Source: an optimization exercise on an open RTL-to-GDS flow (aim: small area, a short achievable clock period and few clock cycles per item). Production flows keep margins and buffers that such runs may drop.
For this run, only the layout was checked, not whether the RTL still works.
No activity file was given, so power comes from the tool's default toggle rates.

File: design/flow/config.mk
export PLATFORM = sky130hd
export DESIGN_NAME = cov_top
export DESIGN_NICKNAME = cov_top
export VERILOG_FILES = /design/flow/design.v
export SDC_FILE = /design/flow/constraint.sdc
export NUM_CORES = 4
export LEC_CHECK = 0
export ABC_AREA = 1
export CAP_MARGIN = 20
export CORE_MARGIN = 2
export CORE_UTILIZATION = 60
export CTS_BUF_LIST = sky130_fd_sc_hd__clkbuf_8
export SETUP_SLACK_MARGIN = 4.8
export SLEW_MARGIN = 20
export SYNTH_HIERARCHICAL = 1
File: design/flow/constraint.sdc
create_clock -name core_clock -period 8.0 [get_ports {clk}]
set_input_delay 1.6000 -clock core_clock [delete_from_list [all_inputs] [get_ports {clk}]]
set_output_delay 1.6000 -clock core_clock [all_outputs]
set_load 0.01 [all_outputs]
File: design/flow/design.v
`timescale 1ns/100ps
package cov_pkg;
    typedef enum logic [1:0] {
        OP_CLEAR  = 2'd0,    
        OP_MEAN   = 2'd1,    
        OP_SAMPLE = 2'd2,    
        OP_RSVD   = 2'd3     
    } cov_op_e;
endpackage
`timescale 1ns/100ps
module cov_add
#(
    parameter int W = 8
) (
    input  logic [W-1:0] a,
    input  logic [W-1:0] b,
    input  logic         cin,
    output logic [W-1:0] s
);
    localparam int L = $clog2(W);
    logic [W-1:0] g [L+1];
    logic [W-1:0] p [L+1];
    always_comb begin
        g[0] = a & b;
        p[0] = a ^ b;
        g[0][0] = (a[0] & b[0]) | (p[0][0] & cin);
        for (int l = 0; l < L; l++) begin
            for (int i = 0; i < W; i++) begin
                if (((i >> l) & 1) == 1) begin
                    g[l+1][i] = g[l][i] | (p[l][i] & g[l][((i >> l) << l) - 1]);
                    p[l+1][i] = p[l][i] & p[l][((i >> l) << l) - 1];
                end else begin
                    g[l+1][i] = g[l][i];
                    p[l+1][i] = p[l][i];
                end
            end
        end
        s = p[0] ^ {g[L][W-2:0], cin};
    end
endmodule
module cov_decode
(
    input  logic                  clk,
    input  logic                  arst_n,
    input  logic [33:0]           in_cmd,
    input  logic                  accept,
    output logic                  bad_cmd,
    output logic                  s_valid,    
    output logic                  s_start,    
    output logic                  s_last,     
    output logic signed [16:0]    s_dx,       
    output logic [7:0]            s_neg,      
    output logic [7:0]            s_one,
    output logic [7:0]            s_two,
    output logic                  last_take   
);
    logic [1:0]         op;
    logic [15:0]        x, y;
    logic [15:0]        mean_x;
    logic [2:0]         cnt;        
    logic               take;
    logic [16:0]        dx;
    logic [16:0]        yb;         
    assign op   = in_cmd[33:32];
    assign x    = in_cmd[31:16];
    assign y    = in_cmd[15:0];
    assign take = accept & (op == cov_pkg::OP_SAMPLE);
    assign last_take = take & (cnt == 3'd7);
    assign yb   = {y, 1'b0};
    cov_add #(.W(17)) i_sub (
        .a   ({x[15], x}),
        .b   (~{mean_x[15], mean_x}),
        .cin (1'b1),
        .s   (dx)
    );
    always_ff @(posedge clk or negedge arst_n) begin
        if (!arst_n) begin
            mean_x  <= '0;
            cnt     <= '0;
            bad_cmd <= 1'b0;
            s_valid <= 1'b0;
            s_start <= 1'b0;
        end else begin
            bad_cmd <= accept & (op == cov_pkg::OP_RSVD);
            s_valid <= take;
            s_start <= take & (cnt == 3'd0);
            if (accept & (op == cov_pkg::OP_MEAN)) mean_x <= x;
            if (accept & (op == cov_pkg::OP_CLEAR)) cnt <= '0;
            else if (take) cnt <= cnt + 3'd1;      
        end
    end
    always_ff @(posedge clk) begin
        s_last  <= (cnt == 3'd7);
        s_dx    <= dx;
        for (int j = 0; j < 8; j++) begin
            s_neg[j] <= take & yb[2*j+2];
            s_one[j] <= take & (yb[2*j+1] ^ yb[2*j]);
            s_two[j] <= take & ((yb[2*j+2] & ~yb[2*j+1] & ~yb[2*j]) | (~yb[2*j+2] & yb[2*j+1] & yb[2*j]));
        end
    end
endmodule
`timescale 1ns/100ps
module cov_execute
(
    input  logic                  clk,
    input  logic                  arst_n,
    input  logic                  s_valid,
    input  logic                  s_start,
    input  logic                  s_last,
    input  logic signed [16:0]    s_dx,
    input  logic [7:0]            s_neg,
    input  logic [7:0]            s_one,
    input  logic [7:0]            s_two,
    output logic [34:0]           acc_s,     
    output logic [34:0]           acc_c,
    output logic                  done       
);
    localparam logic [34:0] K8 = 35'h2aab00000;
    logic [34:0] base_s, base_c, rs, rc;
    assign base_s = s_start ? K8 : acc_s;
    assign base_c = s_start ? 35'd0 : acc_c;
    cov_mac i_mac (
        .b_neg (s_neg),
        .b_one (s_one),
        .b_two (s_two),
        .dx    (s_dx),
        .v     (s_valid),
        .a0    (base_s),
        .a1    (base_c),
        .rs    (rs),
        .rc    (rc)
    );
    always_ff @(posedge clk) begin
        acc_s <= rs;
        acc_c <= rc;
    end
    always_ff @(posedge clk or negedge arst_n) begin
        if (!arst_n) done <= 1'b0;
        else         done <= s_valid & s_last;
    end
endmodule
`timescale 1ns/100ps
module cov_mac (
    input  logic [7:0] b_neg, b_one, b_two,
    input  logic [16:0] dx,
    input  logic v,
    input  logic [34:0] a0,
    input  logic [34:0] a1,
    output logic [34:0] rs,
    output logic [34:0] rc
);
    wire pp1 = (b_one[0] & dx[0]) ^ b_neg[0];
    wire pp2 = ((b_one[0] & dx[1]) | (b_two[0] & dx[0])) ^ b_neg[0];
    wire pp3 = ((b_one[0] & dx[2]) | (b_two[0] & dx[1])) ^ b_neg[0];
    wire pp4 = ((b_one[0] & dx[3]) | (b_two[0] & dx[2])) ^ b_neg[0];
    wire pp5 = ((b_one[0] & dx[4]) | (b_two[0] & dx[3])) ^ b_neg[0];
    wire pp6 = ((b_one[0] & dx[5]) | (b_two[0] & dx[4])) ^ b_neg[0];
    wire pp7 = ((b_one[0] & dx[6]) | (b_two[0] & dx[5])) ^ b_neg[0];
    wire pp8 = ((b_one[0] & dx[7]) | (b_two[0] & dx[6])) ^ b_neg[0];
    wire pp9 = ((b_one[0] & dx[8]) | (b_two[0] & dx[7])) ^ b_neg[0];
    wire pp10 = ((b_one[0] & dx[9]) | (b_two[0] & dx[8])) ^ b_neg[0];
    wire pp11 = ((b_one[0] & dx[10]) | (b_two[0] & dx[9])) ^ b_neg[0];
    wire pp12 = ((b_one[0] & dx[11]) | (b_two[0] & dx[10])) ^ b_neg[0];
    wire pp13 = ((b_one[0] & dx[12]) | (b_two[0] & dx[11])) ^ b_neg[0];
    wire pp14 = ((b_one[0] & dx[13]) | (b_two[0] & dx[12])) ^ b_neg[0];
    wire pp15 = ((b_one[0] & dx[14]) | (b_two[0] & dx[13])) ^ b_neg[0];
    wire pp16 = ((b_one[0] & dx[15]) | (b_two[0] & dx[14])) ^ b_neg[0];
    wire pp17 = ((b_one[0] & dx[16]) | (b_two[0] & dx[15])) ^ b_neg[0];
    wire pp18 = ((b_one[0] & dx[16]) | (b_two[0] & dx[16])) ^ b_neg[0];
    wire ps19 = ~pp18 & v;
    wire pp20 = (b_one[1] & dx[0]) ^ b_neg[1];
    wire pp21 = ((b_one[1] & dx[1]) | (b_two[1] & dx[0])) ^ b_neg[1];
    wire pp22 = ((b_one[1] & dx[2]) | (b_two[1] & dx[1])) ^ b_neg[1];
    wire pp23 = ((b_one[1] & dx[3]) | (b_two[1] & dx[2])) ^ b_neg[1];
    wire pp24 = ((b_one[1] & dx[4]) | (b_two[1] & dx[3])) ^ b_neg[1];
    wire pp25 = ((b_one[1] & dx[5]) | (b_two[1] & dx[4])) ^ b_neg[1];
    wire pp26 = ((b_one[1] & dx[6]) | (b_two[1] & dx[5])) ^ b_neg[1];
    wire pp27 = ((b_one[1] & dx[7]) | (b_two[1] & dx[6])) ^ b_neg[1];
    wire pp28 = ((b_one[1] & dx[8]) | (b_two[1] & dx[7])) ^ b_neg[1];
    wire pp29 = ((b_one[1] & dx[9]) | (b_two[1] & dx[8])) ^ b_neg[1];
    wire pp30 = ((b_one[1] & dx[10]) | (b_two[1] & dx[9])) ^ b_neg[1];
    wire pp31 = ((b_one[1] & dx[11]) | (b_two[1] & dx[10])) ^ b_neg[1];
    wire pp32 = ((b_one[1] & dx[12]) | (b_two[1] & dx[11])) ^ b_neg[1];
    wire pp33 = ((b_one[1] & dx[13]) | (b_two[1] & dx[12])) ^ b_neg[1];
    wire pp34 = ((b_one[1] & dx[14]) | (b_two[1] & dx[13])) ^ b_neg[1];
    wire pp35 = ((b_one[1] & dx[15]) | (b_two[1] & dx[14])) ^ b_neg[1];
    wire pp36 = ((b_one[1] & dx[16]) | (b_two[1] & dx[15])) ^ b_neg[1];
    wire pp37 = ((b_one[1] & dx[16]) | (b_two[1] & dx[16])) ^ b_neg[1];
    wire ps38 = ~pp37 & v;
    wire pp39 = (b_one[2] & dx[0]) ^ b_neg[2];
    wire pp40 = ((b_one[2] & dx[1]) | (b_two[2] & dx[0])) ^ b_neg[2];
    wire pp41 = ((b_one[2] & dx[2]) | (b_two[2] & dx[1])) ^ b_neg[2];
    wire pp42 = ((b_one[2] & dx[3]) | (b_two[2] & dx[2])) ^ b_neg[2];
    wire pp43 = ((b_one[2] & dx[4]) | (b_two[2] & dx[3])) ^ b_neg[2];
    wire pp44 = ((b_one[2] & dx[5]) | (b_two[2] & dx[4])) ^ b_neg[2];
    wire pp45 = ((b_one[2] & dx[6]) | (b_two[2] & dx[5])) ^ b_neg[2];
    wire pp46 = ((b_one[2] & dx[7]) | (b_two[2] & dx[6])) ^ b_neg[2];
    wire pp47 = ((b_one[2] & dx[8]) | (b_two[2] & dx[7])) ^ b_neg[2];
    wire pp48 = ((b_one[2] & dx[9]) | (b_two[2] & dx[8])) ^ b_neg[2];
    wire pp49 = ((b_one[2] & dx[10]) | (b_two[2] & dx[9])) ^ b_neg[2];
    wire pp50 = ((b_one[2] & dx[11]) | (b_two[2] & dx[10])) ^ b_neg[2];
    wire pp51 = ((b_one[2] & dx[12]) | (b_two[2] & dx[11])) ^ b_neg[2];
    wire pp52 = ((b_one[2] & dx[13]) | (b_two[2] & dx[12])) ^ b_neg[2];
    wire pp53 = ((b_one[2] & dx[14]) | (b_two[2] & dx[13])) ^ b_neg[2];
    wire pp54 = ((b_one[2] & dx[15]) | (b_two[2] & dx[14])) ^ b_neg[2];
    wire pp55 = ((b_one[2] & dx[16]) | (b_two[2] & dx[15])) ^ b_neg[2];
    wire pp56 = ((b_one[2] & dx[16]) | (b_two[2] & dx[16])) ^ b_neg[2];
    wire ps57 = ~pp56 & v;
    wire pp58 = (b_one[3] & dx[0]) ^ b_neg[3];
    wire pp59 = ((b_one[3] & dx[1]) | (b_two[3] & dx[0])) ^ b_neg[3];
    wire pp60 = ((b_one[3] & dx[2]) | (b_two[3] & dx[1])) ^ b_neg[3];
    wire pp61 = ((b_one[3] & dx[3]) | (b_two[3] & dx[2])) ^ b_neg[3];
    wire pp62 = ((b_one[3] & dx[4]) | (b_two[3] & dx[3])) ^ b_neg[3];
    wire pp63 = ((b_one[3] & dx[5]) | (b_two[3] & dx[4])) ^ b_neg[3];
    wire pp64 = ((b_one[3] & dx[6]) | (b_two[3] & dx[5])) ^ b_neg[3];
    wire pp65 = ((b_one[3] & dx[7]) | (b_two[3] & dx[6])) ^ b_neg[3];
    wire pp66 = ((b_one[3] & dx[8]) | (b_two[3] & dx[7])) ^ b_neg[3];
    wire pp67 = ((b_one[3] & dx[9]) | (b_two[3] & dx[8])) ^ b_neg[3];
    wire pp68 = ((b_one[3] & dx[10]) | (b_two[3] & dx[9])) ^ b_neg[3];
    wire pp69 = ((b_one[3] & dx[11]) | (b_two[3] & dx[10])) ^ b_neg[3];
    wire pp70 = ((b_one[3] & dx[12]) | (b_two[3] & dx[11])) ^ b_neg[3];
    wire pp71 = ((b_one[3] & dx[13]) | (b_two[3] & dx[12])) ^ b_neg[3];
    wire pp72 = ((b_one[3] & dx[14]) | (b_two[3] & dx[13])) ^ b_neg[3];
    wire pp73 = ((b_one[3] & dx[15]) | (b_two[3] & dx[14])) ^ b_neg[3];
    wire pp74 = ((b_one[3] & dx[16]) | (b_two[3] & dx[15])) ^ b_neg[3];
    wire pp75 = ((b_one[3] & dx[16]) | (b_two[3] & dx[16])) ^ b_neg[3];
    wire ps76 = ~pp75 & v;
    wire pp77 = (b_one[4] & dx[0]) ^ b_neg[4];
    wire pp78 = ((b_one[4] & dx[1]) | (b_two[4] & dx[0])) ^ b_neg[4];
    wire pp79 = ((b_one[4] & dx[2]) | (b_two[4] & dx[1])) ^ b_neg[4];
    wire pp80 = ((b_one[4] & dx[3]) | (b_two[4] & dx[2])) ^ b_neg[4];
    wire pp81 = ((b_one[4] & dx[4]) | (b_two[4] & dx[3])) ^ b_neg[4];
    wire pp82 = ((b_one[4] & dx[5]) | (b_two[4] & dx[4])) ^ b_neg[4];
    wire pp83 = ((b_one[4] & dx[6]) | (b_two[4] & dx[5])) ^ b_neg[4];
    wire pp84 = ((b_one[4] & dx[7]) | (b_two[4] & dx[6])) ^ b_neg[4];
    wire pp85 = ((b_one[4] & dx[8]) | (b_two[4] & dx[7])) ^ b_neg[4];
    wire pp86 = ((b_one[4] & dx[9]) | (b_two[4] & dx[8])) ^ b_neg[4];
    wire pp87 = ((b_one[4] & dx[10]) | (b_two[4] & dx[9])) ^ b_neg[4];
    wire pp88 = ((b_one[4] & dx[11]) | (b_two[4] & dx[10])) ^ b_neg[4];
    wire pp89 = ((b_one[4] & dx[12]) | (b_two[4] & dx[11])) ^ b_neg[4];
    wire pp90 = ((b_one[4] & dx[13]) | (b_two[4] & dx[12])) ^ b_neg[4];
    wire pp91 = ((b_one[4] & dx[14]) | (b_two[4] & dx[13])) ^ b_neg[4];
    wire pp92 = ((b_one[4] & dx[15]) | (b_two[4] & dx[14])) ^ b_neg[4];
    wire pp93 = ((b_one[4] & dx[16]) | (b_two[4] & dx[15])) ^ b_neg[4];
    wire pp94 = ((b_one[4] & dx[16]) | (b_two[4] & dx[16])) ^ b_neg[4];
    wire ps95 = ~pp94 & v;
    wire pp96 = (b_one[5] & dx[0]) ^ b_neg[5];
    wire pp97 = ((b_one[5] & dx[1]) | (b_two[5] & dx[0])) ^ b_neg[5];
    wire pp98 = ((b_one[5] & dx[2]) | (b_two[5] & dx[1])) ^ b_neg[5];
    wire pp99 = ((b_one[5] & dx[3]) | (b_two[5] & dx[2])) ^ b_neg[5];
    wire pp100 = ((b_one[5] & dx[4]) | (b_two[5] & dx[3])) ^ b_neg[5];
    wire pp101 = ((b_one[5] & dx[5]) | (b_two[5] & dx[4])) ^ b_neg[5];
    wire pp102 = ((b_one[5] & dx[6]) | (b_two[5] & dx[5])) ^ b_neg[5];
    wire pp103 = ((b_one[5] & dx[7]) | (b_two[5] & dx[6])) ^ b_neg[5];
    wire pp104 = ((b_one[5] & dx[8]) | (b_two[5] & dx[7])) ^ b_neg[5];
    wire pp105 = ((b_one[5] & dx[9]) | (b_two[5] & dx[8])) ^ b_neg[5];
    wire pp106 = ((b_one[5] & dx[10]) | (b_two[5] & dx[9])) ^ b_neg[5];
    wire pp107 = ((b_one[5] & dx[11]) | (b_two[5] & dx[10])) ^ b_neg[5];
    wire pp108 = ((b_one[5] & dx[12]) | (b_two[5] & dx[11])) ^ b_neg[5];
    wire pp109 = ((b_one[5] & dx[13]) | (b_two[5] & dx[12])) ^ b_neg[5];
    wire pp110 = ((b_one[5] & dx[14]) | (b_two[5] & dx[13])) ^ b_neg[5];
    wire pp111 = ((b_one[5] & dx[15]) | (b_two[5] & dx[14])) ^ b_neg[5];
    wire pp112 = ((b_one[5] & dx[16]) | (b_two[5] & dx[15])) ^ b_neg[5];
    wire pp113 = ((b_one[5] & dx[16]) | (b_two[5] & dx[16])) ^ b_neg[5];
    wire ps114 = ~pp113 & v;
    wire pp115 = (b_one[6] & dx[0]) ^ b_neg[6];
    wire pp116 = ((b_one[6] & dx[1]) | (b_two[6] & dx[0])) ^ b_neg[6];
    wire pp117 = ((b_one[6] & dx[2]) | (b_two[6] & dx[1])) ^ b_neg[6];
    wire pp118 = ((b_one[6] & dx[3]) | (b_two[6] & dx[2])) ^ b_neg[6];
    wire pp119 = ((b_one[6] & dx[4]) | (b_two[6] & dx[3])) ^ b_neg[6];
    wire pp120 = ((b_one[6] & dx[5]) | (b_two[6] & dx[4])) ^ b_neg[6];
    wire pp121 = ((b_one[6] & dx[6]) | (b_two[6] & dx[5])) ^ b_neg[6];
    wire pp122 = ((b_one[6] & dx[7]) | (b_two[6] & dx[6])) ^ b_neg[6];
    wire pp123 = ((b_one[6] & dx[8]) | (b_two[6] & dx[7])) ^ b_neg[6];
    wire pp124 = ((b_one[6] & dx[9]) | (b_two[6] & dx[8])) ^ b_neg[6];
    wire pp125 = ((b_one[6] & dx[10]) | (b_two[6] & dx[9])) ^ b_neg[6];
    wire pp126 = ((b_one[6] & dx[11]) | (b_two[6] & dx[10])) ^ b_neg[6];
    wire pp127 = ((b_one[6] & dx[12]) | (b_two[6] & dx[11])) ^ b_neg[6];
    wire pp128 = ((b_one[6] & dx[13]) | (b_two[6] & dx[12])) ^ b_neg[6];
    wire pp129 = ((b_one[6] & dx[14]) | (b_two[6] & dx[13])) ^ b_neg[6];
    wire pp130 = ((b_one[6] & dx[15]) | (b_two[6] & dx[14])) ^ b_neg[6];
    wire pp131 = ((b_one[6] & dx[16]) | (b_two[6] & dx[15])) ^ b_neg[6];
    wire pp132 = ((b_one[6] & dx[16]) | (b_two[6] & dx[16])) ^ b_neg[6];
    wire ps133 = ~pp132 & v;
    wire pp134 = (b_one[7] & dx[0]) ^ b_neg[7];
    wire pp135 = ((b_one[7] & dx[1]) | (b_two[7] & dx[0])) ^ b_neg[7];
    wire pp136 = ((b_one[7] & dx[2]) | (b_two[7] & dx[1])) ^ b_neg[7];
    wire pp137 = ((b_one[7] & dx[3]) | (b_two[7] & dx[2])) ^ b_neg[7];
    wire pp138 = ((b_one[7] & dx[4]) | (b_two[7] & dx[3])) ^ b_neg[7];
    wire pp139 = ((b_one[7] & dx[5]) | (b_two[7] & dx[4])) ^ b_neg[7];
    wire pp140 = ((b_one[7] & dx[6]) | (b_two[7] & dx[5])) ^ b_neg[7];
    wire pp141 = ((b_one[7] & dx[7]) | (b_two[7] & dx[6])) ^ b_neg[7];
    wire pp142 = ((b_one[7] & dx[8]) | (b_two[7] & dx[7])) ^ b_neg[7];
    wire pp143 = ((b_one[7] & dx[9]) | (b_two[7] & dx[8])) ^ b_neg[7];
    wire pp144 = ((b_one[7] & dx[10]) | (b_two[7] & dx[9])) ^ b_neg[7];
    wire pp145 = ((b_one[7] & dx[11]) | (b_two[7] & dx[10])) ^ b_neg[7];
    wire pp146 = ((b_one[7] & dx[12]) | (b_two[7] & dx[11])) ^ b_neg[7];
    wire pp147 = ((b_one[7] & dx[13]) | (b_two[7] & dx[12])) ^ b_neg[7];
    wire pp148 = ((b_one[7] & dx[14]) | (b_two[7] & dx[13])) ^ b_neg[7];
    wire pp149 = ((b_one[7] & dx[15]) | (b_two[7] & dx[14])) ^ b_neg[7];
    wire pp150 = ((b_one[7] & dx[16]) | (b_two[7] & dx[15])) ^ b_neg[7];
    wire pp151 = ((b_one[7] & dx[16]) | (b_two[7] & dx[16])) ^ b_neg[7];
    wire ps152 = ~pp151 & v;
    wire s153, c154;
    cov_ha u_s153 (.a(b_neg[6]), .b(a0[12]), .s(s153), .co(c154));
    wire s155, c156;
    cov_ha u_s155 (.a(a0[13]), .b(a1[13]), .s(s155), .co(c156));
    wire s157, c158;
    cov_fa u_s157 (.a(b_neg[7]), .b(a0[14]), .c(a1[14]), .s(s157), .co(c158));
    wire s159, c160;
    cov_ha u_s159 (.a(pp15), .b(pp32), .s(s159), .co(c160));
    wire s161, c162;
    cov_fa u_s161 (.a(a0[15]), .b(a1[15]), .c(pp16), .s(s161), .co(c162));
    wire s163, c164;
    cov_ha u_s163 (.a(pp33), .b(pp50), .s(s163), .co(c164));
    wire s165, c166;
    cov_fa u_s165 (.a(a0[16]), .b(a1[16]), .c(pp17), .s(s165), .co(c166));
    wire s167, c168;
    cov_ha u_s167 (.a(pp34), .b(pp51), .s(s167), .co(c168));
    wire s169, c170;
    cov_fa u_s169 (.a(a0[17]), .b(a1[17]), .c(pp35), .s(s169), .co(c170));
    wire s171, c172;
    cov_ha u_s171 (.a(pp52), .b(pp69), .s(s171), .co(c172));
    wire s173, c174;
    cov_fa u_s173 (.a(a0[18]), .b(a1[18]), .c(pp36), .s(s173), .co(c174));
    wire s175, c176;
    cov_ha u_s175 (.a(a0[19]), .b(a1[19]), .s(s175), .co(c176));
    wire s177, c178;
    cov_ha u_s177 (.a(b_neg[3]), .b(a0[6]), .s(s177), .co(c178));
    wire s179, c180;
    cov_ha u_s179 (.a(a0[7]), .b(a1[7]), .s(s179), .co(c180));
    wire s181, c182;
    cov_fa u_s181 (.a(b_neg[4]), .b(a0[8]), .c(a1[8]), .s(s181), .co(c182));
    wire s183, c184;
    cov_ha u_s183 (.a(pp9), .b(pp26), .s(s183), .co(c184));
    wire s185, c186;
    cov_fa u_s185 (.a(a0[9]), .b(a1[9]), .c(pp10), .s(s185), .co(c186));
    wire s187, c188;
    cov_ha u_s187 (.a(pp27), .b(pp44), .s(s187), .co(c188));
    wire s189, c190;
    cov_fa u_s189 (.a(b_neg[5]), .b(a0[10]), .c(a1[10]), .s(s189), .co(c190));
    wire s191, c192;
    cov_fa u_s191 (.a(pp11), .b(pp28), .c(pp45), .s(s191), .co(c192));
    wire s193, c194;
    cov_ha u_s193 (.a(pp62), .b(pp79), .s(s193), .co(c194));
    wire s195, c196;
    cov_fa u_s195 (.a(a0[11]), .b(a1[11]), .c(pp12), .s(s195), .co(c196));
    wire s197, c198;
    cov_fa u_s197 (.a(pp29), .b(pp46), .c(pp63), .s(s197), .co(c198));
    wire s199, c200;
    cov_ha u_s199 (.a(pp80), .b(pp97), .s(s199), .co(c200));
    wire s201, c202;
    cov_fa u_s201 (.a(a1[12]), .b(pp13), .c(pp30), .s(s201), .co(c202));
    wire s203, c204;
    cov_fa u_s203 (.a(pp47), .b(pp64), .c(pp81), .s(s203), .co(c204));
    wire s205, c206;
    cov_fa u_s205 (.a(pp98), .b(pp115), .c(s153), .s(s205), .co(c206));
    wire s207, c208;
    cov_fa u_s207 (.a(c154), .b(pp14), .c(pp31), .s(s207), .co(c208));
    wire s209, c210;
    cov_fa u_s209 (.a(pp48), .b(pp65), .c(pp82), .s(s209), .co(c210));
    wire s211, c212;
    cov_fa u_s211 (.a(pp99), .b(pp116), .c(s155), .s(s211), .co(c212));
    wire s213, c214;
    cov_fa u_s213 (.a(c156), .b(pp49), .c(pp66), .s(s213), .co(c214));
    wire s215, c216;
    cov_fa u_s215 (.a(pp83), .b(pp100), .c(pp117), .s(s215), .co(c216));
    wire s217, c218;
    cov_fa u_s217 (.a(pp134), .b(s157), .c(s159), .s(s217), .co(c218));
    wire s219, c220;
    cov_fa u_s219 (.a(pp67), .b(pp84), .c(pp101), .s(s219), .co(c220));
    wire s221, c222;
    cov_fa u_s221 (.a(pp118), .b(pp135), .c(c158), .s(s221), .co(c222));
    wire s223, c224;
    cov_fa u_s223 (.a(c160), .b(s163), .c(s161), .s(s223), .co(c224));
    wire s225, c226;
    cov_fa u_s225 (.a(pp68), .b(pp85), .c(pp102), .s(s225), .co(c226));
    wire s227, c228;
    cov_fa u_s227 (.a(pp119), .b(pp136), .c(c164), .s(s227), .co(c228));
    wire s229, c230;
    cov_fa u_s229 (.a(s167), .b(c162), .c(s165), .s(s229), .co(c230));
    wire s231, c232;
    cov_fa u_s231 (.a(pp86), .b(pp103), .c(pp120), .s(s231), .co(c232));
    wire s233, c234;
    cov_fa u_s233 (.a(pp137), .b(ps19), .c(c168), .s(s233), .co(c234));
    wire s235, c236;
    cov_fa u_s235 (.a(s171), .b(c166), .c(s169), .s(s235), .co(c236));
    wire s237, c238;
    cov_fa u_s237 (.a(pp53), .b(pp70), .c(pp87), .s(s237), .co(c238));
    wire s239, c240;
    cov_fa u_s239 (.a(pp104), .b(pp121), .c(pp138), .s(s239), .co(c240));
    wire s241, c242;
    cov_fa u_s241 (.a(c172), .b(c170), .c(s173), .s(s241), .co(c242));
    wire s243, c244;
    cov_fa u_s243 (.a(pp54), .b(pp71), .c(pp88), .s(s243), .co(c244));
    wire s245, c246;
    cov_fa u_s245 (.a(pp105), .b(pp122), .c(pp139), .s(s245), .co(c246));
    wire s247, c248;
    cov_fa u_s247 (.a(s175), .b(ps38), .c(c174), .s(s247), .co(c248));
    wire s249, c250;
    cov_fa u_s249 (.a(a0[20]), .b(a1[20]), .c(c176), .s(s249), .co(c250));
    wire s251, c252;
    cov_fa u_s251 (.a(pp55), .b(pp72), .c(pp89), .s(s251), .co(c252));
    wire s253, c254;
    cov_fa u_s253 (.a(pp106), .b(pp123), .c(pp140), .s(s253), .co(c254));
    wire s255, c256;
    cov_fa u_s255 (.a(a0[21]), .b(a1[21]), .c(pp73), .s(s255), .co(c256));
    wire s257, c258;
    cov_fa u_s257 (.a(pp90), .b(pp107), .c(pp124), .s(s257), .co(c258));
    wire s259, c260;
    cov_ha u_s259 (.a(pp141), .b(ps57), .s(s259), .co(c260));
    wire s261, c262;
    cov_fa u_s261 (.a(a0[22]), .b(a1[22]), .c(pp74), .s(s261), .co(c262));
    wire s263, c264;
    cov_fa u_s263 (.a(pp91), .b(pp108), .c(pp125), .s(s263), .co(c264));
    wire s265, c266;
    cov_fa u_s265 (.a(a0[23]), .b(a1[23]), .c(pp92), .s(s265), .co(c266));
    wire s267, c268;
    cov_ha u_s267 (.a(pp109), .b(pp126), .s(s267), .co(c268));
    wire s269, c270;
    cov_fa u_s269 (.a(a0[24]), .b(a1[24]), .c(pp93), .s(s269), .co(c270));
    wire s271, c272;
    cov_ha u_s271 (.a(a0[25]), .b(a1[25]), .s(s271), .co(c272));
    wire s273, c274;
    cov_ha u_s273 (.a(b_neg[1]), .b(a0[2]), .s(s273), .co(c274));
    wire s275, c276;
    cov_ha u_s275 (.a(a0[3]), .b(a1[3]), .s(s275), .co(c276));
    wire s277, c278;
    cov_fa u_s277 (.a(b_neg[2]), .b(a0[4]), .c(a1[4]), .s(s277), .co(c278));
    wire s279, c280;
    cov_ha u_s279 (.a(pp5), .b(pp22), .s(s279), .co(c280));
    wire s281, c282;
    cov_fa u_s281 (.a(a0[5]), .b(a1[5]), .c(pp6), .s(s281), .co(c282));
    wire s283, c284;
    cov_ha u_s283 (.a(pp23), .b(pp40), .s(s283), .co(c284));
    wire s285, c286;
    cov_fa u_s285 (.a(a1[6]), .b(pp7), .c(pp24), .s(s285), .co(c286));
    wire s287, c288;
    cov_fa u_s287 (.a(pp41), .b(pp58), .c(s177), .s(s287), .co(c288));
    wire s289, c290;
    cov_fa u_s289 (.a(c178), .b(pp8), .c(pp25), .s(s289), .co(c290));
    wire s291, c292;
    cov_fa u_s291 (.a(pp42), .b(pp59), .c(s179), .s(s291), .co(c292));
    wire s293, c294;
    cov_fa u_s293 (.a(c180), .b(pp43), .c(pp60), .s(s293), .co(c294));
    wire s295, c296;
    cov_fa u_s295 (.a(pp77), .b(s181), .c(s183), .s(s295), .co(c296));
    wire s297, c298;
    cov_fa u_s297 (.a(pp61), .b(pp78), .c(c182), .s(s297), .co(c298));
    wire s299, c300;
    cov_fa u_s299 (.a(c184), .b(s187), .c(s185), .s(s299), .co(c300));
    wire s301, c302;
    cov_fa u_s301 (.a(pp96), .b(c188), .c(s189), .s(s301), .co(c302));
    wire s303, c304;
    cov_fa u_s303 (.a(s193), .b(c186), .c(s191), .s(s303), .co(c304));
    wire s305, c306;
    cov_fa u_s305 (.a(c190), .b(c194), .c(s199), .s(s305), .co(c306));
    wire s307, c308;
    cov_fa u_s307 (.a(c192), .b(s195), .c(s197), .s(s307), .co(c308));
    wire s309, c310;
    cov_fa u_s309 (.a(c200), .b(c196), .c(c198), .s(s309), .co(c310));
    wire s311, c312;
    cov_fa u_s311 (.a(s201), .b(s203), .c(s205), .s(s311), .co(c312));
    wire s313, c314;
    cov_fa u_s313 (.a(c202), .b(c204), .c(c206), .s(s313), .co(c314));
    wire s315, c316;
    cov_fa u_s315 (.a(s207), .b(s209), .c(s211), .s(s315), .co(c316));
    wire s317, c318;
    cov_fa u_s317 (.a(c208), .b(c210), .c(c212), .s(s317), .co(c318));
    wire s319, c320;
    cov_fa u_s319 (.a(s213), .b(s215), .c(s217), .s(s319), .co(c320));
    wire s321, c322;
    cov_fa u_s321 (.a(c214), .b(c216), .c(s219), .s(s321), .co(c322));
    wire s323, c324;
    cov_fa u_s323 (.a(s221), .b(c218), .c(s223), .s(s323), .co(c324));
    wire s325, c326;
    cov_fa u_s325 (.a(c220), .b(s225), .c(c222), .s(s325), .co(c326));
    wire s327, c328;
    cov_fa u_s327 (.a(s227), .b(c224), .c(s229), .s(s327), .co(c328));
    wire s329, c330;
    cov_fa u_s329 (.a(c226), .b(s231), .c(c228), .s(s329), .co(c330));
    wire s331, c332;
    cov_fa u_s331 (.a(s233), .b(c230), .c(s235), .s(s331), .co(c332));
    wire s333, c334;
    cov_fa u_s333 (.a(c232), .b(s237), .c(s239), .s(s333), .co(c334));
    wire s335, c336;
    cov_fa u_s335 (.a(c234), .b(c236), .c(s241), .s(s335), .co(c336));
    wire s337, c338;
    cov_fa u_s337 (.a(c238), .b(c240), .c(s243), .s(s337), .co(c338));
    wire s339, c340;
    cov_fa u_s339 (.a(s245), .b(s247), .c(c242), .s(s339), .co(c340));
    wire s341, c342;
    cov_fa u_s341 (.a(c244), .b(c246), .c(s249), .s(s341), .co(c342));
    wire s343, c344;
    cov_fa u_s343 (.a(s251), .b(s253), .c(c248), .s(s343), .co(c344));
    wire s345, c346;
    cov_fa u_s345 (.a(c250), .b(s259), .c(c252), .s(s345), .co(c346));
    wire s347, c348;
    cov_fa u_s347 (.a(c254), .b(s255), .c(s257), .s(s347), .co(c348));
    wire s349, c350;
    cov_fa u_s349 (.a(pp142), .b(c260), .c(c256), .s(s349), .co(c350));
    wire s351, c352;
    cov_fa u_s351 (.a(c258), .b(s261), .c(s263), .s(s351), .co(c352));
    wire s353, c354;
    cov_fa u_s353 (.a(pp143), .b(ps76), .c(s267), .s(s353), .co(c354));
    wire s355, c356;
    cov_fa u_s355 (.a(c262), .b(c264), .c(s265), .s(s355), .co(c356));
    wire s357, c358;
    cov_fa u_s357 (.a(pp110), .b(pp127), .c(pp144), .s(s357), .co(c358));
    wire s359, c360;
    cov_fa u_s359 (.a(c268), .b(c266), .c(s269), .s(s359), .co(c360));
    wire s361, c362;
    cov_fa u_s361 (.a(pp111), .b(pp128), .c(pp145), .s(s361), .co(c362));
    wire s363, c364;
    cov_fa u_s363 (.a(s271), .b(ps95), .c(c270), .s(s363), .co(c364));
    wire s365, c366;
    cov_fa u_s365 (.a(a0[26]), .b(a1[26]), .c(c272), .s(s365), .co(c366));
    wire s367, c368;
    cov_fa u_s367 (.a(pp112), .b(pp129), .c(pp146), .s(s367), .co(c368));
    wire s369, c370;
    cov_fa u_s369 (.a(a0[27]), .b(a1[27]), .c(pp130), .s(s369), .co(c370));
    wire s371, c372;
    cov_ha u_s371 (.a(pp147), .b(ps114), .s(s371), .co(c372));
    wire s373, c374;
    cov_fa u_s373 (.a(a0[28]), .b(a1[28]), .c(pp131), .s(s373), .co(c374));
    wire s375, c376;
    cov_ha u_s375 (.a(a0[29]), .b(a1[29]), .s(s375), .co(c376));
    wire s377, c378;
    cov_ha u_s377 (.a(b_neg[0]), .b(a0[0]), .s(s377), .co(c378));
    wire s379, c380;
    cov_ha u_s379 (.a(a0[1]), .b(a1[1]), .s(s379), .co(c380));
    wire s381, c382;
    cov_fa u_s381 (.a(a1[2]), .b(pp3), .c(pp20), .s(s381), .co(c382));
    wire s383, c384;
    cov_fa u_s383 (.a(c274), .b(pp4), .c(pp21), .s(s383), .co(c384));
    wire s385, c386;
    cov_fa u_s385 (.a(c276), .b(pp39), .c(s277), .s(s385), .co(c386));
    wire s387, c388;
    cov_fa u_s387 (.a(c278), .b(c280), .c(s283), .s(s387), .co(c388));
    wire s389, c390;
    cov_fa u_s389 (.a(c284), .b(c282), .c(s285), .s(s389), .co(c390));
    wire s391, c392;
    cov_fa u_s391 (.a(c286), .b(c288), .c(s289), .s(s391), .co(c392));
    wire s393, c394;
    cov_fa u_s393 (.a(c290), .b(c292), .c(s293), .s(s393), .co(c394));
    wire s395, c396;
    cov_fa u_s395 (.a(c294), .b(s297), .c(c296), .s(s395), .co(c396));
    wire s397, c398;
    cov_fa u_s397 (.a(c298), .b(s301), .c(c300), .s(s397), .co(c398));
    wire s399, c400;
    cov_fa u_s399 (.a(c302), .b(s305), .c(c304), .s(s399), .co(c400));
    wire s401, c402;
    cov_fa u_s401 (.a(c306), .b(s309), .c(c308), .s(s401), .co(c402));
    wire s403, c404;
    cov_fa u_s403 (.a(c310), .b(s313), .c(c312), .s(s403), .co(c404));
    wire s405, c406;
    cov_fa u_s405 (.a(c314), .b(s317), .c(c316), .s(s405), .co(c406));
    wire s407, c408;
    cov_fa u_s407 (.a(c318), .b(s321), .c(c320), .s(s407), .co(c408));
    wire s409, c410;
    cov_fa u_s409 (.a(c322), .b(s325), .c(c324), .s(s409), .co(c410));
    wire s411, c412;
    cov_fa u_s411 (.a(c326), .b(s329), .c(c328), .s(s411), .co(c412));
    wire s413, c414;
    cov_fa u_s413 (.a(c330), .b(s333), .c(c332), .s(s413), .co(c414));
    wire s415, c416;
    cov_fa u_s415 (.a(c334), .b(s337), .c(s339), .s(s415), .co(c416));
    wire s417, c418;
    cov_fa u_s417 (.a(c338), .b(s341), .c(s343), .s(s417), .co(c418));
    wire s419, c420;
    cov_fa u_s419 (.a(c342), .b(s345), .c(s347), .s(s419), .co(c420));
    wire s421, c422;
    cov_fa u_s421 (.a(c346), .b(s349), .c(c348), .s(s421), .co(c422));
    wire s423, c424;
    cov_fa u_s423 (.a(s353), .b(c350), .c(c352), .s(s423), .co(c424));
    wire s425, c426;
    cov_fa u_s425 (.a(s357), .b(c354), .c(c356), .s(s425), .co(c426));
    wire s427, c428;
    cov_fa u_s427 (.a(c358), .b(s361), .c(s363), .s(s427), .co(c428));
    wire s429, c430;
    cov_fa u_s429 (.a(c362), .b(s365), .c(s367), .s(s429), .co(c430));
    wire s431, c432;
    cov_fa u_s431 (.a(c366), .b(s371), .c(c368), .s(s431), .co(c432));
    wire s433, c434;
    cov_fa u_s433 (.a(pp148), .b(c372), .c(c370), .s(s433), .co(c434));
    wire s435, c436;
    cov_fa u_s435 (.a(pp149), .b(s375), .c(ps133), .s(s435), .co(c436));
    wire s437, c438;
    cov_fa u_s437 (.a(a0[30]), .b(a1[30]), .c(c376), .s(s437), .co(c438));
    wire s439, c440;
    cov_ha u_s439 (.a(a0[31]), .b(a1[31]), .s(s439), .co(c440));
    wire s441, c442;
    cov_ha u_s441 (.a(a1[0]), .b(pp1), .s(s441), .co(c442));
    wire s443, c444;
    cov_fa u_s443 (.a(c378), .b(pp2), .c(s379), .s(s443), .co(c444));
    wire s445, c446;
    cov_fa u_s445 (.a(c380), .b(s273), .c(s381), .s(s445), .co(c446));
    wire s447, c448;
    cov_fa u_s447 (.a(s275), .b(c382), .c(s383), .s(s447), .co(c448));
    wire s449, c450;
    cov_fa u_s449 (.a(s279), .b(c384), .c(s385), .s(s449), .co(c450));
    wire s451, c452;
    cov_fa u_s451 (.a(s281), .b(c386), .c(s387), .s(s451), .co(c452));
    wire s453, c454;
    cov_fa u_s453 (.a(s287), .b(c388), .c(s389), .s(s453), .co(c454));
    wire s455, c456;
    cov_fa u_s455 (.a(s291), .b(c390), .c(s391), .s(s455), .co(c456));
    wire s457, c458;
    cov_fa u_s457 (.a(s295), .b(c392), .c(s393), .s(s457), .co(c458));
    wire s459, c460;
    cov_fa u_s459 (.a(c394), .b(s299), .c(s395), .s(s459), .co(c460));
    wire s461, c462;
    cov_fa u_s461 (.a(s303), .b(c396), .c(s397), .s(s461), .co(c462));
    wire s463, c464;
    cov_fa u_s463 (.a(s307), .b(c398), .c(s399), .s(s463), .co(c464));
    wire s465, c466;
    cov_fa u_s465 (.a(s311), .b(c400), .c(s401), .s(s465), .co(c466));
    wire s467, c468;
    cov_fa u_s467 (.a(s315), .b(c402), .c(s403), .s(s467), .co(c468));
    wire s469, c470;
    cov_fa u_s469 (.a(s319), .b(c404), .c(s405), .s(s469), .co(c470));
    wire s471, c472;
    cov_fa u_s471 (.a(c406), .b(s323), .c(s407), .s(s471), .co(c472));
    wire s473, c474;
    cov_fa u_s473 (.a(s327), .b(c408), .c(s409), .s(s473), .co(c474));
    wire s475, c476;
    cov_fa u_s475 (.a(s331), .b(c410), .c(s411), .s(s475), .co(c476));
    wire s477, c478;
    cov_fa u_s477 (.a(s335), .b(c412), .c(s413), .s(s477), .co(c478));
    wire s479, c480;
    cov_fa u_s479 (.a(c336), .b(c414), .c(s415), .s(s479), .co(c480));
    wire s481, c482;
    cov_fa u_s481 (.a(c340), .b(s417), .c(c416), .s(s481), .co(c482));
    wire s483, c484;
    cov_fa u_s483 (.a(c344), .b(s419), .c(c418), .s(s483), .co(c484));
    wire s485, c486;
    cov_fa u_s485 (.a(s351), .b(s421), .c(c420), .s(s485), .co(c486));
    wire s487, c488;
    cov_fa u_s487 (.a(s355), .b(c422), .c(s423), .s(s487), .co(c488));
    wire s489, c490;
    cov_fa u_s489 (.a(s359), .b(c424), .c(s425), .s(s489), .co(c490));
    wire s491, c492;
    cov_fa u_s491 (.a(c360), .b(c426), .c(s427), .s(s491), .co(c492));
    wire s493, c494;
    cov_fa u_s493 (.a(c364), .b(s429), .c(c428), .s(s493), .co(c494));
    wire s495, c496;
    cov_fa u_s495 (.a(s369), .b(s431), .c(c430), .s(s495), .co(c496));
    wire s497, c498;
    cov_fa u_s497 (.a(s373), .b(c432), .c(s433), .s(s497), .co(c498));
    wire s499, c500;
    cov_fa u_s499 (.a(c374), .b(s435), .c(c434), .s(s499), .co(c500));
    wire s501, c502;
    cov_fa u_s501 (.a(pp150), .b(s437), .c(c436), .s(s501), .co(c502));
    wire s503, c504;
    cov_fa u_s503 (.a(s439), .b(ps152), .c(c438), .s(s503), .co(c504));
    wire s505, c506;
    cov_fa u_s505 (.a(a0[32]), .b(a1[32]), .c(c440), .s(s505), .co(c506));
    wire s507, c508;
    cov_ha u_s507 (.a(a0[33]), .b(a1[33]), .s(s507), .co(c508));
    wire s509, c510;
    cov_ha u_s509 (.a(a0[34]), .b(a1[34]), .s(s509), .co(c510));
    assign rs = {s509, s507, s505, s503, s501, s499, s497, s495, s493, s491, s489, s487, s485, s483, s481, s479, s477, s475, s473, s471, s469, s467, s465, s463, s461, s459, s457, s455, s453, s451, s449, s447, s445, s443, s377};
    assign rc = {c508, c506, c504, c502, c500, c498, c496, c494, c492, c490, c488, c486, c484, c482, c480, c478, c476, c474, c472, c470, c468, c466, c464, c462, c460, c458, c456, c454, c452, c450, c448, c446, c444, c442, s441};
endmodule
module cov_fa (input logic a, input logic b, input logic c, output logic s, output logic co);
    assign s  = a ^ b ^ c;
    assign co = (a & b) | (a & c) | (b & c);
endmodule
module cov_ha (input logic a, input logic b, output logic s, output logic co);
    assign s  = a ^ b;
    assign co = a & b;
endmodule
`timescale 1ns/100ps
module cov_result
(
    input  logic                  clk,
    input  logic                  arst_n,
    input  logic [34:0]           acc_s,     
    input  logic [34:0]           acc_c,
    input  logic                  done,      
    input  logic                  fill,      
    output logic [32:0]           cov,
    output logic                  out_valid,
    input  logic                  out_ready,
    output logic                  hold       
);
    localparam int KD    = 3;               
    localparam int STEPS = 12 / KD;
    typedef enum logic [1:0] {
        S_IDLE = 2'd0,
        S_DIV  = 2'd1,
        S_INC  = 2'd2,
        S_OUT  = 2'd3
    } div_state_e;
    function automatic logic [5:0] dstep(input logic [2:0] r, input logic [2:0] d);
        logic [2:0] q, n;
        q[2] = (r[2]) | (r[1] & r[0] & d[2]);
        q[1] = (r[1] & ~r[0]) | (r[1] & ~d[2]) | (r[2] & r[0] & d[1]) | (r[2] & r[0] & d[2]) | (~r[1] & r[0] & d[2] & d[1]);
        q[0] = (~r[2] & r[0] & ~d[2]) | (r[2] & ~r[0] & d[2]) | (r[0] & ~d[2] & ~d[1]) | (r[2] & r[1] & d[1]) | (r[1] & ~r[0] & d[2] & d[1]) | (~r[2] & ~r[1] & r[0] & ~d[1]) | (r[2] & r[1] & d[0]) | (r[2] & ~r[0] & d[1] & d[0]) | (~r[0] & d[2] & d[1] & d[0]) | (r[1] & ~r[0] & d[2] & d[0]);
        n[2] = (~r[2] & ~r[1] & d[2] & ~d[1]) | (~r[2] & r[1] & ~d[2] & d[1]) | (r[2] & ~r[1] & ~d[2] & ~d[1]) | (r[2] & d[2] & d[1] & d[0]) | (r[2] & r[0] & d[2] & d[1]) | (r[2] & ~d[2] & ~d[1] & ~d[0]) | (r[2] & r[1] & d[2] & d[1]) | (r[2] & r[1] & d[2] & d[0]) | (r[1] & r[0] & ~d[2] & d[0]) | (~r[2] & ~r[0] & d[2] & ~d[1] & ~d[0]) | (~r[2] & r[0] & ~d[2] & d[1] & d[0]) | (~r[2] & ~r[1] & ~r[0] & d[2] & ~d[0]) | (r[2] & ~r[1] & ~r[0] & ~d[2] & ~d[0]);
        n[1] = (r[1] & ~r[0] & ~d[1] & ~d[0]) | (~r[1] & ~r[0] & d[1] & ~d[0]) | (~r[1] & r[0] & ~d[1] & d[0]) | (r[1] & d[2] & d[1] & d[0]) | (r[2] & r[0] & d[2] & ~d[1]) | (r[2] & r[1] & d[1] & d[0]) | (r[1] & r[0] & d[2] & d[1]) | (r[1] & ~d[2] & ~d[1] & ~d[0]) | (r[1] & r[0] & d[1] & d[0]) | (~r[2] & ~r[1] & ~r[0] & ~d[2] & d[1]) | (~r[2] & r[1] & ~r[0] & ~d[2] & ~d[1]) | (r[2] & ~r[1] & d[2] & ~d[1] & d[0]) | (~r[2] & ~r[1] & ~d[2] & d[1] & ~d[0]);
        n[0] = (~r[2] & ~r[0] & ~d[2] & d[0]) | (~r[2] & r[0] & ~d[2] & ~d[0]) | (r[2] & ~r[0] & d[2] & ~d[0]) | (r[0] & d[2] & d[1] & d[0]) | (r[2] & r[0] & d[1] & d[0]) | (r[0] & ~d[2] & ~d[1] & ~d[0]) | (r[2] & r[1] & d[1] & ~d[0]) | (r[2] & r[0] & d[2] & d[0]) | (r[1] & r[0] & d[2] & d[0]) | (~r[2] & ~r[1] & r[0] & ~d[1] & ~d[0]) | (~r[2] & ~r[1] & ~r[0] & ~d[1] & d[0]) | (r[1] & ~r[0] & d[2] & d[1] & ~d[0]) | (~r[1] & ~r[0] & ~d[2] & ~d[1] & d[0]);
        dstep = {q, n};
    endfunction
    div_state_e       state, state_next;
    logic [1:0]       step;
    logic [35:0]      w;          
    logic [2:0]       r;          
    logic             neg;        
    logic [3*KD-1:0]  qd;         
    logic [2:0]       rq;         
    logic [34:0]      sum;
    logic [32:0]      w_inc;
    logic             pend;       
    logic             load;
    logic             pend_next;
    logic             up;         
    logic             cin;        
    logic             cy;         
    logic             all_ones;   
    cov_add #(.W(35)) i_cpa (.a(acc_s), .b(acc_c), .cin(1'b0), .s(sum));
    always_comb begin
        logic [2:0] rr;
        rr = r;
        for (int j = 0; j < KD; j++) begin
            {qd[3*KD-1-3*j -: 3], rr} = dstep(rr, w[35-3*j -: 3]);
        end
        rq = rr;
    end
    always_comb begin
        logic [3:0] ones;     
        logic       pre;      
        for (int k = 0; k < 3; k++) ones[k] = &w[9*k +: 9];
        ones[3] = &w[32:27];
        all_ones = ones[step];
        for (int i = 0; i < 33; i++) begin
            pre = 1'b1;
            for (int j = 9 * (i / 9); j < i; j++) pre = pre & w[j];
            w_inc[i] = w[i] ^ (cin & (step == 2'(i / 9)) & pre);
        end
    end
    assign up        = r != 3'd0;       
    assign cin       = (step == 2'd0) ? up : cy;
    assign load      = (pend | done) & (state == S_IDLE);
    assign pend_next = (pend | done) & ~load;
    always_comb begin
        state_next = state;
        unique case (state)
            S_DIV:   if (step == 2'(STEPS - 1)) state_next = neg ? S_INC : S_OUT;
            S_INC:   if (!(cin & all_ones) || step == 2'd3) state_next = S_OUT;
            S_OUT:   if (out_ready) state_next = S_IDLE;
            default: state_next = S_IDLE;
        endcase
        if (load) state_next = S_DIV;
    end
    always_ff @(posedge clk or negedge arst_n) begin
        if (!arst_n) begin
            state     <= S_IDLE;
            step      <= '0;
            pend      <= 1'b0;
            out_valid <= 1'b0;
            hold      <= 1'b0;
        end else begin
            state     <= state_next;
            step      <= (state == S_DIV || state == S_INC) ? step + 2'd1 : 2'd0;
            pend      <= pend_next;
            out_valid <= (state_next == S_OUT);
            hold      <= (state_next != S_IDLE) & (pend_next | fill);
        end
    end
    always_ff @(posedge clk) begin
        unique case (state)
            S_IDLE: begin
                w   <= {sum[34], sum};
                r   <= sum[34] ? 3'd6 : 3'd0;
                neg <= sum[34];
            end
            S_DIV: begin
                w   <= {w[35-3*KD:0], qd};
                r   <= rq;
            end
            S_INC: begin
                w[32:0] <= w_inc;
                cy      <= cin & all_ones;
            end
            default: ;
        endcase
    end
    assign cov = w[32:0];
endmodule
`timescale 1ns/100ps
module cov_top
#(
    parameter int NUM_SAMPLES = 8
) (
    input  logic        clk,
    input  logic        arst_n,
    input  logic [33:0] in_cmd,      
    input  logic        in_valid,
    output logic        in_ready,
    output logic [63:0] out_res,     
    output logic        out_valid,
    input  logic        out_ready,
    output logic        bad_cmd      
);
    logic               accept;
    logic               hold;
    logic               s_valid, s_start, s_last;
    logic signed [16:0] s_dx;
    logic [7:0]         s_neg, s_one, s_two;
    logic               last_take;
    logic [34:0]        acc_s, acc_c;
    logic               done;
    logic [32:0]        cov;
    logic               fill;
    assign in_ready = ~hold;
    assign accept   = in_valid & ~hold;
    assign fill     = last_take | (s_valid & s_last);
    cov_decode i_decode (
        .clk       (clk),
        .arst_n    (arst_n),
        .in_cmd    (in_cmd),
        .accept    (accept),
        .bad_cmd   (bad_cmd),
        .s_valid   (s_valid),
        .s_start   (s_start),
        .s_last    (s_last),
        .s_dx      (s_dx),
        .s_neg     (s_neg),
        .s_one     (s_one),
        .s_two     (s_two),
        .last_take (last_take)
    );
    cov_execute i_execute (
        .clk     (clk),
        .arst_n  (arst_n),
        .s_valid (s_valid),
        .s_start (s_start),
        .s_last  (s_last),
        .s_dx    (s_dx),
        .s_neg   (s_neg),
        .s_one   (s_one),
        .s_two   (s_two),
        .acc_s   (acc_s),
        .acc_c   (acc_c),
        .done    (done)
    );
    cov_result i_result (
        .clk       (clk),
        .arst_n    (arst_n),
        .acc_s     (acc_s),
        .acc_c     (acc_c),
        .done      (done),
        .fill      (fill),
        .cov       (cov),
        .out_valid (out_valid),
        .out_ready (out_ready),
        .hold      (hold)
    );
    assign out_res = {{15{cov[32]}}, cov, 16'(NUM_SAMPLES)};
endmodule
File: design/flow/standard.sh
#!/bin/bash
# synth_recipe.tcl (not shown) runs the flow's synth.tcl, then flattens the netlist and writes it again
# the make line also repeats each setting of config.mk as NAME=value (left out here)
make -C /OpenROAD-flow-scripts/flow DESIGN_CONFIG=/design/flow/config.mk WORK_HOME=/design/flow/orfs CLKGATE_MAP_FILE= SYNTH_SCRIPT=/design/flow/synth_recipe.tcl "${@:-finish}"
File: design/flow/flow/run.sh
#!/bin/bash
# The standard layout, with plain buffers (sky130_fd_sc_hd__buf_2) on the
# ports instead of the delay cells buffer_ports picks by itself.
set -euo pipefail
export BUFFER_PORTS_ARGS="-buffer_cell sky130_fd_sc_hd__buf_2"
bash standard.sh > standard.log 2>&1
==> summary.txt <==
synth_stat cells (all sizes together):
library cell | n | area (sq um)
nand2 | 795 | 3060
inv | 308 | 1160
nor2 | 248 | 1050
buf | 243 | 2010
fa | 163 | 3260
xor2 | 147 | 1290
a21oi | 115 | 594
dfxtp | 112 | 2240
nand3 | 107 | 563
ha | 90 | 1130
edfxtp | 41 | 1230
o21ai | 41 | 265
dfrtp | 30 | 751
xnor2 | 24 | 210
clkbuf | 18 | 67.6
nor3 | 16 | 90.1
nand4 | 8 | 50.1
a31oi | 7 | 43.8
o21bai | 5 | 37.5
conb | 4 | 15.0
nor4 | 4 | 25.0
or2 | 4 | 25.0
a211oi | 2 | 15.0
a21boi | 2 | 15.0
nand3b | 2 | 15.0
o221ai | 2 | 17.5
o22ai | 2 | 12.5
o311ai | 2 | 17.5
o41ai | 2 | 17.5
a211o | 1 | 8.76
a21o | 1 | 7.51
a221oi | 1 | 8.76
and2 | 1 | 6.26
o31ai | 1 | 7.51
Yosys stat by module, one instance, submodules excluded, excerpt:
| module | copies in the design | cells inside |
|---|---|---|
| cov_result | 1 | 723 |
| cov_mac | 1 | 721 |
| cov_decode | 1 | 241 |
| cov_execute | 1 | 221 |
| cov_top | 1 | 39 |
| cov_fa | 151 | 1 |
| cov_ha | 28 | 1 |
per-layer routing:
metal  wire, um  vias up  track usage, %
met5          0        -               0
met4       1430        0            9.98
met3       2690       83            4.55
met2      22300      493            48.4
met1      20800     6966            38.9
li1           -     7436               -
layout by cell type, fill, tap and decap left out, drive strengths merged:
| cell | n |
|---|---|
| clkbuf | 25 |
| o41ai | 2 |
| fa | 163 |
| bufinv | 1 |
| a211o | 1 |
| nand4 | 8 |
| a21o | 1 |
| nand3b | 2 |
| or2 | 4 |
| ha | 90 |
| o21ai | 41 |
| a21boi | 2 |
| o221ai | 2 |
| nor2 | 248 |
| xnor2 | 24 |
| clkinv | 3 |
| bufbuf | 1 |
| conb | 18 |
| o21bai | 5 |
| o31ai | 1 |
| o311ai | 2 |
| a211oi | 2 |
| clkinvlp | 2 |
| and2 | 1 |
| nor4 | 4 |
| edfxtp | 41 |
| dfrtp | 30 |
| a31oi | 7 |
| nor3 | 16 |
| xor2 | 147 |
| nand2 | 795 |
| a21oi | 115 |
| inv | 315 |
| o22ai | 2 |
| a221oi | 1 |
| nand3 | 107 |
| buf | 138 |
| dfxtp | 112 |
worst register-to-register path, cell delays in order, from the launching register on:
cell and delay [ns]:
dfxtp_2 0.61, nand2_1 0.09, nand2_1 0.09, xor2_1 0.28, fa_1 0.50, fa_1 0.49
fa_1 0.55, fa_1 0.42
flip-flops by register name (all words and copies together), names as in the netlist:
| name | cells |
|---|---|
| i_result.out_valid | 1 |
| i_result.step | 2 |
| i_result.neg | 1 |
| i_result.w | 36 |
| i_decode.bad_cmd | 1 |
| i_decode.s_one | 8 |
| i_result.r | 3 |
| i_decode.s_neg | 8 |
| i_execute.acc_s | 35 |
| i_decode.s_last | 1 |
| i_decode.cnt | 3 |
| i_decode.s_two | 8 |
| i_result.state | 2 |
| i_decode.mean_x | 16 |
| i_result.pend | 1 |
| i_result.cy | 1 |
| i_execute.done | 1 |
| i_decode.s_dx | 17 |
| i_execute.acc_c | 35 |
| i_decode.s_valid | 1 |
| i_decode.s_start | 1 |
| i_result.hold | 1 |
report_power, final:
part	switching, mW	total (mW)	leakage [nW]	internal (mW)
Sequential	0.508	1.90	1.77	1.39
Clock	0.388	0.665	0.208	0.278
Combinational	2.64	4.25	9.07	1.61
through the flow:
stage / util, % / std cells / hold WS [ns] / instance area, sq um
after CTS: 59.9 / 2845 / 0.431 / 18900
after floorplan: - / 2563 / 0.401 / 19400
after detailed placement: 58.0 / 2802 / 0.415 / 18300
after global placement: 58.0 / 2802 / 0.404 / 18300
after global routing: 61.1 / 2881 / 0.448 / 19300
final: 61.1 / 2881 / 0.426 / 19300
repair_timing:
item                                    in CTS  in global routing
endpoints found under the setup margin      38                 38
gates cloned                                 1                  1
pin swaps                                    0                  4
setup buffers                               10                 35
resized for setup                           43                 40
layout make-up:
class                      count  area [sq um]  area share [%]
multi-input combinational   1811         12000            62.2
sequential                   183          4310            22.3
inverter                     308          1170            6.03
timing repair buffer         145           931            4.81
tap                          402           503            2.60
clock buffer                  19           262            1.35
clock inverter                13           149           0.770
cells by family (layout without fill, tap and decap cells):
kind of cell / Yosys count / in the layout / share of synthesized area [%]
AND/OR/NAND/NOR: 1185 / 1185 / 25.3
buffers and inverters: 569 / 485 / 16.8
adder cells (fa/ha/maj): 253 / 253 / 22.7
AO/OA/AOI/OAI: 184 / 184 / 5.53
flip-flops: 183 / 183 / 21.9
XOR/XNOR: 171 / 171 / 7.76
other: 4 / 18 / 0.0777
worst paths after layout:
| kind | start | endpoint | slack [ns] |
|---|---|---|---|
| worst max-delay path | i_decode.s_two[5] | i_execute.acc_s[16] | 4.85 |
| worst min-delay path | i_decode.s_last | i_execute.done | 0.43 |
| worst max register to register | i_decode.s_two[5] | i_execute.acc_s[16] | 4.85 |
| worst min register to register | i_decode.s_last | i_execute.done | 0.43 |
| max in group asynchronous | arst_n | i_decode.s_start | 6.26 |
| min in group asynchronous | arst_n | i_decode.mean_x[3] | 1.17 |
==> metrics.md <==
| Metric | Value |
|---|---|
| Total track usage | 29.1% |
| VDD IR-drop max | 272 uV |
| CP max stage cell | dfxtp_2 |
| Die H | 183 um |
| # Max-Cap Violations | 0 |
| DIE WIDTH | 183 um |
| Final TNS setup | 0 ns |
| DR vias/cell | 5.20 |
| F_max | 317 MHz |
| Max incr delay on CP | 0.61 ns |
| Sequence of cells on the critical path | nand2_1 > nand2_1 > xor2_1 > fa_1 > fa_1 > fa_1 > fa_1 |
| Root Buffer | clkbuf_8 |
| DRC | 0 |
| Critical path type | register to register |
| NumNets Final | 2757 |
| Post-CTS Hold Fix Bufs | 0 |
| H-tree depth | 4 |
| Most common cell on crit path | fa_1 |
| Die area | 33600 sq um |
| Gpl congestion | 0.941 |
| Tot Pwr | 6.81 mW |
| Critical path launch point type | register |
| Syn Area/Cell | 7.58 sq um |
| Post-Syn Area | 19300 sq um |
| Final slew viol count | 0 |
| Static leakage | 11.1 nW |
| Post-Route WL | 47200 um |
| Pwr dens | 352 nW/um^2 |
| Initial antenna violation count | 0 |
| IO Pins | 105 |
| Worst Max-Slew Pin Slew | 0.971 ns |
| R2R depth | 7 |
| DRT iter0 DRCs | 1023 |
| Worst-path clk slew | 0.11 ns |
| Yosys warnings | 15 |
| Largest net degree at the start of global routing | 41 |
| CTS Buf Count | 17 |
| Seq/Total Area, Yosys | 21.9% |
| # diodes | 0 |
| Arrival time worst endpoint | 3.54 ns |
| Detailed-placement wirelength estimate | 35700 um |
| Post-synthesis cell type count | 51 |
| Site Rows | 65 |
| Worst path depth | 7 |
| Routed wire length per instance | 16.4 um |
| Initial Utilization | 61.0% |
| Top Family by Delay on Critical Path | adder cells |
| Gr ovfl total | 0 |
| CP max FO | 17 |
| Area grow syn2layout | 0.168% |
| Minimum clock period | 3.15 ns |
| First-pass GRT wire length | 76800 um |
| Period utilisation layout | 39.4% |
| Placement Setup Slack | 4.47 ns |
| Pre-Repair DR Iteration Count | 5 |
| RSZ-0062 raised after global routing | yes |
| Worst Hold Class | register to register |
| Critical Path RT | 8.38 ns |
| Fillers | 2944 |
| Post-Syn Instances | 2549 |
| Clock Skews | 0.0216 ns |
| Final hold vios | 0 |
| Via count | 15.0k |
| PortBufs | 88 |
| WP buf/inv | 0 |
| Synth Register Bits | 183 |
| Layout cells sized above 1 | 13.0% |
| Status | finished clean |
| Vias in the first global route | 14.6k |
| Worst setup margin | 4.85 ns |
| CTS max path bufs | 2 |
| Post-DRT Antenna Nets | 0 |
| Hold depth | 2 |
| Clk sinks | 183 |
| Worst-Skew Late Latency | 0.51 ns |
| Setup violators final | 0 |
| TritonCTS clock tree | yes |
| Core box area | 31600 sq um |
| Rel. slew slack | 35.2% |
| Worst setup EP type | register |

-- port drivers added, routing unchanged --
Ports are ideal in the flow. The routed layout listed here was re-timed in OpenROAD. Step 1 assumes that a clkbuf_16 drives the clock port and a buf_2 every other input. Step 2 adds t to the input delays and takes it off the output delays; t is the mean of the earliest and latest rising clock arrival at the registers after step 1. Input paths then give back, and output paths get back, about the clock's delay inside the block. Slacks: ideal ports / drivers / drivers and shift; pairs: ideal ports / drivers.
shift t [ns]: 0.546
setup slack, ns: 4.848 / 4.848 / 4.529
hold WS [ns]: 0.426 / 0.426 / 0.426
After both steps setup and hold are still met in this run. For this run, drivers alone change the setup slack by 0.000 ns; drivers and shift together by -0.319 ns.
